Background: an optimization exercise with open tools, aiming at small area. Do not read the settings as production practice.
In this exercise RTL edits were held to simulation tests only and were not proved equivalent to the original.
Power and IR drop assume default switching activity.

## button_press_classifier_queue_unit
module button_press_classifier_queue_unit (
   input  logic        clock,
   input  logic        reset,
   input  logic        req_valid,
   output logic        req_stall,
   input  logic [40:0] req_payload_bits,
   output logic        rsp_valid,
   input  logic        rsp_stall,
   output logic [13:0] rsp_payload_bits,
   input  logic        csr_valid,
   output logic        csr_ready,
   input  logic [1:0]  csr_index,
   input  logic [15:0] csr_wdata
);
Size: ~2200 cells after synthesis, about 390 flip-flops, roughly 81 I/O pins.
clock: 12.0 ns
lec_check: 0
cap_margin: 20
core_margin: 2
core_utilization: 40
cts_buf_list: sky130_fd_sc_hd__clkbuf_8
cts_cluster_diameter: 60
cts_cluster_size: 16
slew_margin: 20
run.sh (not shown) runs the stock make flow with config.mk's settings and CLKGATE_MAP_FILE= SYNTH_SCRIPT=/design/flow/synth_recipe.tcl, a recipe that flattens the netlist after the stock synthesis.
Change:
Settings changed: CTS_BUF_LIST sky130_fd_sc_hd__clkbuf_8 to not set, CTS_CLUSTER_DIAMETER 60 to not set, CTS_CLUSTER_SIZE 16 to not set.
First-iteration DRC count fell by 1.1%. Count of clock-buffer cells in the layout rose by 23. Final cell count rose by 0.40%. Synthesized area does not change. Critical path depth fell by 2. Power rose by 19%. Global-route usage rose by 0.17 points. Setup slack degrades by 0.016 ns. Sequential cell count is unchanged.
Change:
==> flow/flow/run.sh (new file) <==
#!/bin/bash
# Layout flow: the standard ORFS flow with three changes.
#  1. Synthesis is the standard flow's own script, except that Yosys's abc step runs
#     flow/abc_area.script (area-oriented mapping) instead of ORFS's
#     abc_speed.script. Registers are mapped before abc, so they come out
#     the same as in the standard synthesis.
#  2. Ports are buffered with buf_1 instead of the default buffer cell.
#  3. Clock tree synthesis runs without dummy loads.
# Each tool writes its log under orfs/logs (ORFS's per-step logs); make's
# own output goes to make.log.
set -euo pipefail
W=$PWD

# Synthesis script: synth_recipe.tcl with ORFS's synth.tcl swapped for a copy
# whose abc arguments name our script.
sed "s#source \$::env(SCRIPTS_DIR)/synth.tcl#source $W/my_synth.tcl#" synth_recipe.tcl > my_synth_recipe.tcl
grep -q "my_synth.tcl" my_synth_recipe.tcl
awk -v s="$W/flow/abc_area.script" '
  { print }
  /^source \$::env\(SCRIPTS_DIR\)\/synth_preamble.tcl/ {
    print "set abc_args [lreplace $abc_args 1 1 " s "]"
  }' "$FLOW_HOME/scripts/synth.tcl" > my_synth.tcl
grep -q "abc_area.script" my_synth.tcl

# The standard flow's make command line (from standard.sh), with our synthesis script.
ARGS=$(sed -n 's/^make \(.*\) "\${@:-finish}"$/\1/p' standard.sh)
[ -n "$ARGS" ]
ARGS=$(echo "$ARGS" | sed "s#SYNTH_SCRIPT=[^ ]*#SYNTH_SCRIPT=$W/my_synth_recipe.tcl#")
CTS="-sink_clustering_enable -repair_clock_nets -dont_use_dummy_load"
CTS="$CTS $(cat flow/cts_args.txt 2>/dev/null || true)"

eval make $ARGS \
  "BUFFER_PORTS_ARGS='-buffer_cell sky130_fd_sc_hd__buf_1'" \
  "CTS_ARGS='$CTS'" \
  finish > make.log 2>&1

# Final DEF, as standard.sh writes it.
R=$(echo "$ARGS" | sed -n 's#.*WORK_HOME=\([^ ]*\).*#\1#p')/results/sky130hd/button_press_classifier_queue_unit/base
: # left out here: write the final layout as DEF
==> flow/flow/abc_area.script (new file) <==
&get -n
&st
&dch
&nf -a -R 1000
&st
&dch
&nf -a -R 1000
&st
&dch
&nf -a -R 1000
&put
==> flow/flow/cts_args.txt (new file) <==
-buf_list sky130_fd_sc_hd__clkbuf_8
==> flow/standard.sh (new file) <==
#!/bin/bash
# synth_recipe.tcl (not shown) runs the flow's synth.tcl, then flattens the netlist and writes it again
# the make line also repeats each setting of config.mk as NAME=value (left out here)
make -C /OpenROAD-flow-scripts/flow DESIGN_CONFIG=/design/flow/config.mk WORK_HOME=/design/flow/orfs CLKGATE_MAP_FILE= SYNTH_SCRIPT=/design/flow/synth_recipe.tcl "${@:-finish}"
removed: flow/run.sh
Effect: Worst hold slack got worse by 0.0093 ns. Clock skew came out higher by 0.045 ns. Design area came out lower by 9.8%. Sequential share of layout area came out higher by 4.2 points.

* * *

button_press_classifier_queue_unit, a different RTL version from the one above (not shown whole).
For scale: about 1,900 cells after synthesis, ~81 I/O pins, ~19,000 um^2 of cells after synthesis.
clock: 12.0 ns
lec_check: 0
cap_margin: 0
core_margin: 2
core_utilization: 55
place_density: 0.7
slew_margin: 0
standard.sh (not shown) runs the stock make flow with config.mk's settings and CLKGATE_MAP_FILE= SYNTH_SCRIPT=/design/flow/synth_recipe.tcl, a recipe that flattens the netlist after the stock synthesis.
==> flow/flow/run.sh <==
#!/bin/bash
# Layout flow: the standard ORFS flow with these changes.
#  1. Synthesis is the standard flow's own script, except that Yosys's abc step maps the
#     design with each of the area-oriented flow/abc_*.script files and keeps
#     the smallest result (flow/multi_abc.tcl). Registers are mapped before
#     abc, so they come out the same as in the standard synthesis.
#     Yosys's full-adder extraction is skipped (ADDER_MAP_FILE empty), so
#     abc maps the adders and compares along with the rest of the logic.
#  2. Ports are buffered with buf_1 instead of the default buffer cell.
#  3. Clock tree synthesis runs without dummy loads, with the buffer and
#     clustering options in flow/cts_args.txt.
# Each ORFS step writes its own log under orfs/logs; make's output goes to
# make.log and the DEF export's to write_def.log.
set -euo pipefail
W=$PWD

# Synthesis script: synth_recipe.tcl with ORFS's synth.tcl swapped for a copy
# whose abc call is replaced by my_multi_abc.
sed "s#source \$::env(SCRIPTS_DIR)/synth.tcl#source $W/my_synth.tcl#" synth_recipe.tcl > my_synth_recipe.tcl
grep -q "my_synth.tcl" my_synth_recipe.tcl
awk -v m="$W/flow/multi_abc.tcl" '
  /^  log_cmd abc \{\*\}\$abc_args$/ { print "  my_multi_abc $abc_args $lib_args"; n++; next }
  { print }
  /^source \$::env\(SCRIPTS_DIR\)\/synth_preamble.tcl/ { print "source " m }
  END { if (n != 1) exit 1 }' "$FLOW_HOME/scripts/synth.tcl" > my_synth.tcl
grep -q "multi_abc.tcl" my_synth.tcl
export FLOW_ABC_SCRIPTS="$(ls $W/flow/abc_*.script | tr '\n' ' ')"

# The standard flow's make command line (from standard.sh), with our synthesis script.
ARGS=$(sed -n 's/^make \(.*\) "\${@:-finish}"$/\1/p' standard.sh)
[ -n "$ARGS" ]
ARGS=$(echo "$ARGS" | sed "s#SYNTH_SCRIPT=[^ ]*#SYNTH_SCRIPT=$W/my_synth_recipe.tcl#")
CTS="-sink_clustering_enable -repair_clock_nets -dont_use_dummy_load"
CTS="$CTS $(cat flow/cts_args.txt)"

eval make $ARGS \
  "ADDER_MAP_FILE=" \
  "BUFFER_PORTS_ARGS='-buffer_cell sky130_fd_sc_hd__buf_1'" \
  "CTS_ARGS='$CTS'" \
  finish > make.log 2>&1

# Final DEF, as standard.sh writes it.
R=$(echo "$ARGS" | sed -n 's#.*WORK_HOME=\([^ ]*\).*#\1#p')/results/sky130hd/button_press_classifier_queue_unit/base
: # left out here: write the final layout as DEF
==> flow/flow/cts_args.txt <==
-buf_list sky130_fd_sc_hd__clkbuf_4 -sink_clustering_size 10 -sink_clustering_max_diameter 50
Other scripts of this flow, unchanged in this note and not shown: flow/flow/abc_b8.script, flow/flow/abc_c2.script, flow/flow/abc_c5.script, flow/flow/abc_c8.script, flow/flow/abc_d1.script, flow/flow/abc_d2.script, flow/flow/abc_d6.script, flow/flow/abc_d7.script, flow/flow/multi_abc.tcl
The starting point passed the timing, design-rule and antenna checks.
Change:
--- a/flow/flow/run.sh
+++ b/flow/flow/run.sh
@@ -6,4 +6,2 @@
 #     abc, so they come out the same as in the standard synthesis.
-#     Yosys's full-adder extraction is skipped (ADDER_MAP_FILE empty), so
-#     abc maps the adders and compares along with the rest of the logic.
 #  2. Ports are buffered with buf_1 instead of the default buffer cell.
@@ -36,3 +34,2 @@
 eval make $ARGS \
-  "ADDER_MAP_FILE=" \
   "BUFFER_PORTS_ARGS='-buffer_cell sky130_fd_sc_hd__buf_1'" \
==> flow/flow/cts_args.txt (replaced) <==
-buf_list sky130_fd_sc_hd__clkbuf_4 -sink_clustering_size 10 -sink_clustering_max_diameter 35
Settings changed: CORE_UTILIZATION 55 to 40, PLACE_DENSITY 0.7 to default.
=> Non-clock buffer count rises by 4; global-route usage drops by 5.5 points; die area goes up by 37%; design area is higher by 3.2%; register-to-register slack loses 1.1 ns.

[what the ideal ports hide]
The flow's constraints put no driver on any port. The routed layouts listed below were extracted and timed again, unchanged, in two steps.
Step 1 assumes that a clkbuf_16 drives the clock port and a buf_2 every other input.
Step 2 also shifts input and output timing later by t, the mid clock arrival at the registers, as if the neighbouring blocks saw the same clock.
Slacks: ideal ports / drivers / drivers and shift; pairs: ideal ports / drivers.
| run | shift t [ns] | setup WS [ns] | worst hold slack (ns) | worst data-port slew with drivers (ns) |
|---|---|---|---|---|
| the first run of note 1 | 0.685 | 1.077 / 1.113 / 0.428 | 0.455 / 0.455 / 0.455 | 0.08 |
| the second run of note 1 | 0.646 | 1.061 / 1.096 / 0.450 | 0.448 / 0.448 / 0.448 | 0.07 |
| the third run of note 1 | 0.682 | 0.969 / 1.004 / 0.321 | 0.438 / 0.438 / 0.438 | 0.08 |
| the first run of note 2 | 0.762 | 2.164 / 2.194 / 1.432 | 0.453 / 0.453 / 0.453 | 0.10 |
| the second run of note 2 | 0.847 | 1.086 / 1.118 / 0.271 | 0.407 / 0.407 / 0.407 | 0.09 |
After both steps setup and hold are still met in every run listed. For the second run of note 2, which loses most, drivers alone change the setup slack by +0.032 ns; drivers and shift together by -0.815 ns.
